Source: an optimization exercise on an open RTL-to-GDS flow (aim: small area, a short achievable clock period and few clock cycles per item). Production flows keep margins and buffers that such runs may drop. Only simulation tests tie the RTL to the original design; equivalence was not proved. Power and IR drop assume default switching activity.

==> 01-25: inputs <==
## iso8601_utc_timestamp_parser_unit
module iso8601_utc_timestamp_parser_unit (
   input  wire logic        clock,
   input  wire logic        reset,
   input  wire logic        req_tvalid,
   output      logic        req_tready,
   input  wire logic [7:0]  req_tdata,    
   input  wire logic        req_tlast,    
   output      logic        rsp_tvalid,
   input  wire logic        rsp_tready,
   output      logic [39:0] rsp_tdata,    
   output      logic        rsp_tuser     
);
==> flow/config.mk <==
export PLATFORM = sky130hd
export DESIGN_NAME = iso8601_utc_timestamp_parser_unit
export DESIGN_NICKNAME = iso8601_utc_timestamp_parser_unit
export VERILOG_FILES = /design/flow/design.v
export SDC_FILE = /design/flow/constraint.sdc
export NUM_CORES = 4
export LEC_CHECK = 0
export CAP_MARGIN = 20
export CORE_MARGIN = 2
export CORE_UTILIZATION = 30
export CTS_BUF_LIST = sky130_fd_sc_hd__clkbuf_8
export SETUP_SLACK_MARGIN = 3.5
export SLEW_MARGIN = 20
export TNS_END_PERCENT = 5
==> flow/constraint.sdc <==
create_clock -name core_clock -period 7.0 [get_ports {clock}]
set_input_delay 1.4000 -clock core_clock [delete_from_list [all_inputs] [get_ports {clock}]]
set_output_delay 1.4000 -clock core_clock [all_outputs]
set_load 0.01 [all_outputs]
standard.sh (not shown) runs the stock make flow with config.mk's settings and CLKGATE_MAP_FILE= SYNTH_SCRIPT=/design/flow/synth_recipe.tcl, a recipe that flattens the netlist after the stock synthesis.
==> flow/flow/run.sh <==
#!/bin/bash
# The standard layout, with the port buffers made from the smallest buffer cell.
set -euo pipefail
export BUFFER_PORTS_ARGS="-buffer_cell sky130_fd_sc_hd__buf_1"
bash standard.sh > standard.log 2>&1
==> inputs of 07-13, as changes to 01-25 <==
--- a/flow/design.v
+++ b/flow/design.v
@@ -599,21 +599,19 @@
    input  wire logic        rsp_tready,
    output      logic [39:0] rsp_tdata,    
    output      logic        rsp_tuser     
 );
    localparam int unsigned W = 39;
    logic       in_v, in_last;
    logic       in_p0;            
    logic       in_zend;          
-   logic       in_lbad;          
    logic [3:0] in_lo;
    logic [1:0] in_hi;
    logic       st_ka, st_k, st_x24, st_x60;
-   logic       st_a;             
    logic [4:0] pos;              
    logic [2:0] prv;              
    logic [itsp_pkg::K_W-1:0] kreg;    
    logic       aodd;             
    logic [1:0] hm4;              
    logic       codd, cz;         
    logic       lp;               
    logic [1:0] mcls;             
@@ -627,51 +625,40 @@
    assign dg      = in_lo;
    assign isdig   = (in_hi == 2'd1) && (in_lo <= 4'd9);
    assign iscolon = (in_hi == 2'd1) && (in_lo == 4'hA);
    assign isdash  = (in_hi == 2'd2) && (in_lo == 4'hD);
    assign isT     = (in_hi == 2'd3) && (in_lo == 4'h4);
    assign isZ     = (in_hi == 2'd3) && (in_lo == 4'hA);
    assign consume    = in_v && (in_p0 || !rv);
    assign go         = in_v && !rv;    
-   assign is_final   = go && in_last;
+   assign is_final   = consume && in_last;
    assign req_tready = !in_v || in_p0 || !rv;
    assign take       = req_tvalid && req_tready;
    assign pos_nx     = !consume ? pos : (in_last ? 5'd0 : pos + 5'd1);
-   logic zend_new, lbad_new, ka_new, a_new, k_new, x24_new, x60_new;
-   assign zend_new = ((req_tdata & 8'hDF) == 8'h5A) && req_tlast && (pos_nx == 5'd19);
-   assign lbad_new = req_tlast && !(((req_tdata & 8'hDF) == 8'h5A) && (pos_nx == 5'd19));
-   assign ka_new   = !req_tlast && (pos_nx == 5'd1);
-   assign a_new    = !req_tlast && ((pos_nx == 5'd1) || (pos_nx == 5'd11) || (pos_nx == 5'd14) ||
-                                    (pos_nx == 5'd17));
-   assign k_new    = !req_tlast && ((pos_nx == 5'd2) || (pos_nx == 5'd3) || (pos_nx == 5'd4) ||
-                                    (pos_nx == 5'd7) || (pos_nx == 5'd9) || (pos_nx == 5'd10) ||
-                                    (pos_nx == 5'd12) || (pos_nx == 5'd13) ||
-                                    (pos_nx == 5'd15) || (pos_nx == 5'd16) || (pos_nx == 5'd18));
-   assign x24_new  = !req_tlast && (pos_nx == 5'd11);
-   assign x60_new  = !req_tlast && ((pos_nx == 5'd14) || (pos_nx == 5'd17));
    always_ff @(posedge clock) begin
       if (reset)        in_v <= 1'b0;
       else if (take)    in_v <= 1'b1;
       else if (consume) in_v <= 1'b0;
       if (take) begin
          in_lo   <= req_tdata[3:0];
          in_last <= req_tlast;
          in_p0   <= (pos_nx == 5'd0) && !req_tlast;
-         in_zend <= zend_new;
-         in_lbad <= lbad_new;
+         in_zend <= ((req_tdata & 8'hDF) == 8'h5A) && req_tlast && (pos_nx == 5'd19);
          if (req_tdata[7:4] == 4'h3)                             in_hi <= 2'd1;
          else if (req_tdata[7:4] == 4'h2)                        in_hi <= 2'd2;
          else if (!req_tdata[7] && req_tdata[6] && req_tdata[4]) in_hi <= 2'd3;
          else                                                    in_hi <= 2'd0;
-         st_ka   <= ka_new;
-         st_a    <= a_new;
-         st_k    <= k_new;
-         st_x24  <= x24_new;
-         st_x60  <= x60_new;
+         st_ka   <= !req_tlast && (pos_nx == 5'd1);
+         st_k    <= !req_tlast && ((pos_nx == 5'd2) || (pos_nx == 5'd3) || (pos_nx == 5'd4) ||
+                                   (pos_nx == 5'd7) || (pos_nx == 5'd9) || (pos_nx == 5'd10) ||
+                                   (pos_nx == 5'd12) || (pos_nx == 5'd13) ||
+                                   (pos_nx == 5'd15) || (pos_nx == 5'd16) || (pos_nx == 5'd18));
+         st_x24  <= !req_tlast && (pos_nx == 5'd11);
+         st_x60  <= !req_tlast && ((pos_nx == 5'd14) || (pos_nx == 5'd17));
       end
    end
    always_comb begin
       case (prv[1:0])
          2'd0:    day_ok = (dg != 4'd0);
          2'd1:    day_ok = 1'b1;
          2'd2:    day_ok = (mcls != 2'd2) || (dg <= 4'd8) || lp;
          default: day_ok = (mcls == 2'd0) ? (dg <= 4'd1) : ((mcls == 2'd1) && (dg == 4'd0));
@@ -700,38 +687,24 @@
    logic [W-1:0] a_op, b_op, acc_nx;
    logic [itsp_pkg::K_W-1:0] kv;
    logic [6:0]   tens;
    logic         keep;
    assign tens = (dg[2:0] == 3'd0) ? 7'd0  : (dg[2:0] == 3'd1) ? 7'd10 :
                  (dg[2:0] == 3'd2) ? 7'd20 : (dg[2:0] == 3'd3) ? 7'd30 :
                  (dg[2:0] == 3'd4) ? 7'd40 : (dg[2:0] == 3'd5) ? 7'd50 :
                  (dg[2:0] == 3'd6) ? 7'd60 : 7'd70;
-   logic in_v_nx, rv_nx, err_nx, go_nx;
-   logic s_keep, s_kv, s_sx, s_x24, s_x60;
-   assign in_v_nx = !reset && (take || (in_v && !consume));
-   assign rv_nx   = !reset && (is_final || (rv && !rsp_tready));
-   assign err_nx  = !reset && (consume ? (!in_last && (err || bad)) : err);
-   assign go_nx   = in_v_nx && !rv_nx;
-   always_ff @(posedge clock) begin
-      s_keep <= !(go_nx && (take ? (a_new || lbad_new || (zend_new && err_nx))
-                                 : (st_a || in_lbad || (in_zend && err_nx))));
-      s_kv   <= go_nx && (take ? (ka_new || k_new || (zend_new && !err_nx))
-                               : (st_ka || st_k || (in_zend && !err_nx)));
-      s_sx   <= go_nx && (take ? ka_new : st_ka);
-      s_x24  <= go_nx && (take ? x24_new : st_x24);
-      s_x60  <= go_nx && (take ? x60_new : st_x60);
-   end
-   assign kv = {itsp_pkg::K_W{s_kv}} & kreg;
-   assign a_op = ({W{s_keep}} & acc) |
-                 ({W{s_x24}} & (acc << 4)) |
-                 ({W{s_x60}} & {acc[W-7:0], 6'd1});
-   assign b_op = {{(W - itsp_pkg::K_W){s_sx && kreg[itsp_pkg::K_W-1]}}, kv} |
-                 ({W{s_x24}} & (acc << 3)) |
-                 ({W{s_x60}} & ~(acc << 2));
+   assign kv = {itsp_pkg::K_W{(go && (st_ka || st_k)) || (is_final && ok)}} & kreg;
+   assign keep = !((go && (st_ka || st_x24 || st_x60)) || (is_final && !ok));
+   assign a_op = ({W{keep}} & acc) |
+                 ({W{go && st_x24}} & (acc << 4)) |
+                 ({W{go && st_x60}} & {acc[W-7:0], 6'd1});
+   assign b_op = {{(W - itsp_pkg::K_W){go && st_ka && kreg[itsp_pkg::K_W-1]}}, kv} |
+                 ({W{go && st_x24}} & (acc << 3)) |
+                 ({W{go && st_x60}} & ~(acc << 2));
    itsp_add u_add (
       .a (a_op),
       .b (b_op),
       .s (acc_nx)
    );
    always_ff @(posedge clock) begin
       acc <= acc_nx;
       if (consume) begin
==> qor summary <==
item                                                                                              01-25                    07-13
Result of the run                                                      no timing/DRC/antenna violations  no timing/DRC/antenna violations
Post-synth top area share                                                                         0.177                    0.186
Most common cell after layout, fill and taps aside                             sky130_fd_sc_hd__nand2_1  sky130_fd_sc_hd__nor2_1
Crit-path max cell delay                                                                        0.48 ns                  0.45 ns
Power in sequential cells                                                                    0.000864 W               0.000959 W
Compound-Gate Fraction of Synth Area                                                              0.325                    0.309
Max Fclk                                                                                        290 MHz                  272 MHz
Maximum fanout count along the critical path                                                         19                       17
Die width                                                                                        167 um                   165 um
Clk sink count                                                                                      102                       95
Share of cell area taken by flip-flops and latches                                                0.280                    0.270
Inverters excl. clock                                                                                49                       57
Setup Fix Bufs, Post-CTS                                                                              4                       15
Met3 layer usage reported by global route                                                        0.0259                   0.0339
Via count of the first global-routing pass                                                         6990                     7232
Basic-gate share of the synthesized area counting and, or, nand and nor cells                     0.187                    0.195
Per-cell via count in the routed design                                                            5.73                     5.85
Last element of the critical path                                                       acc[37]$_DFF_P_          acc[38]$_DFF_P_
Share of the synthesized netlist area taken by xor and xnor gates                                0.0429                   0.0474
Post-route worst setup slack                                                                    3.55 ns                  3.32 ns
Testbench counts of 01-25, summed over its fixed seeds: cycles 32,016, items 1,600.
Testbench counts of 07-13, summed over its fixed seeds: cycles 32,016, items 1,600.

-- what the ideal ports hide --
The results above use ideal ports. As a check the final layouts listed here were re-extracted and re-timed, cells and wires unchanged. Step 1 assumes that a clkbuf_16 drives the clock port and a buf_2 every other input. Step 2 times the ports against the registers' clock, not the clock port: input delays grow and output delays shrink by t, the midpoint of the rising clock arrivals with the driver on. Three values: no drivers, after step 1, after step 2; two values: the first two.
| run | t, ns | slack for setup (ns) | pins driven straight from the clock port |
|---|---|---|---|
| 01-25 | 0.430 | 3.550 / 3.550 / 3.550 | 1 |
| 07-13 | 0.437 | 3.323 / 3.323 / 3.323 | 1 |
After both steps setup and hold are still met in every run listed.
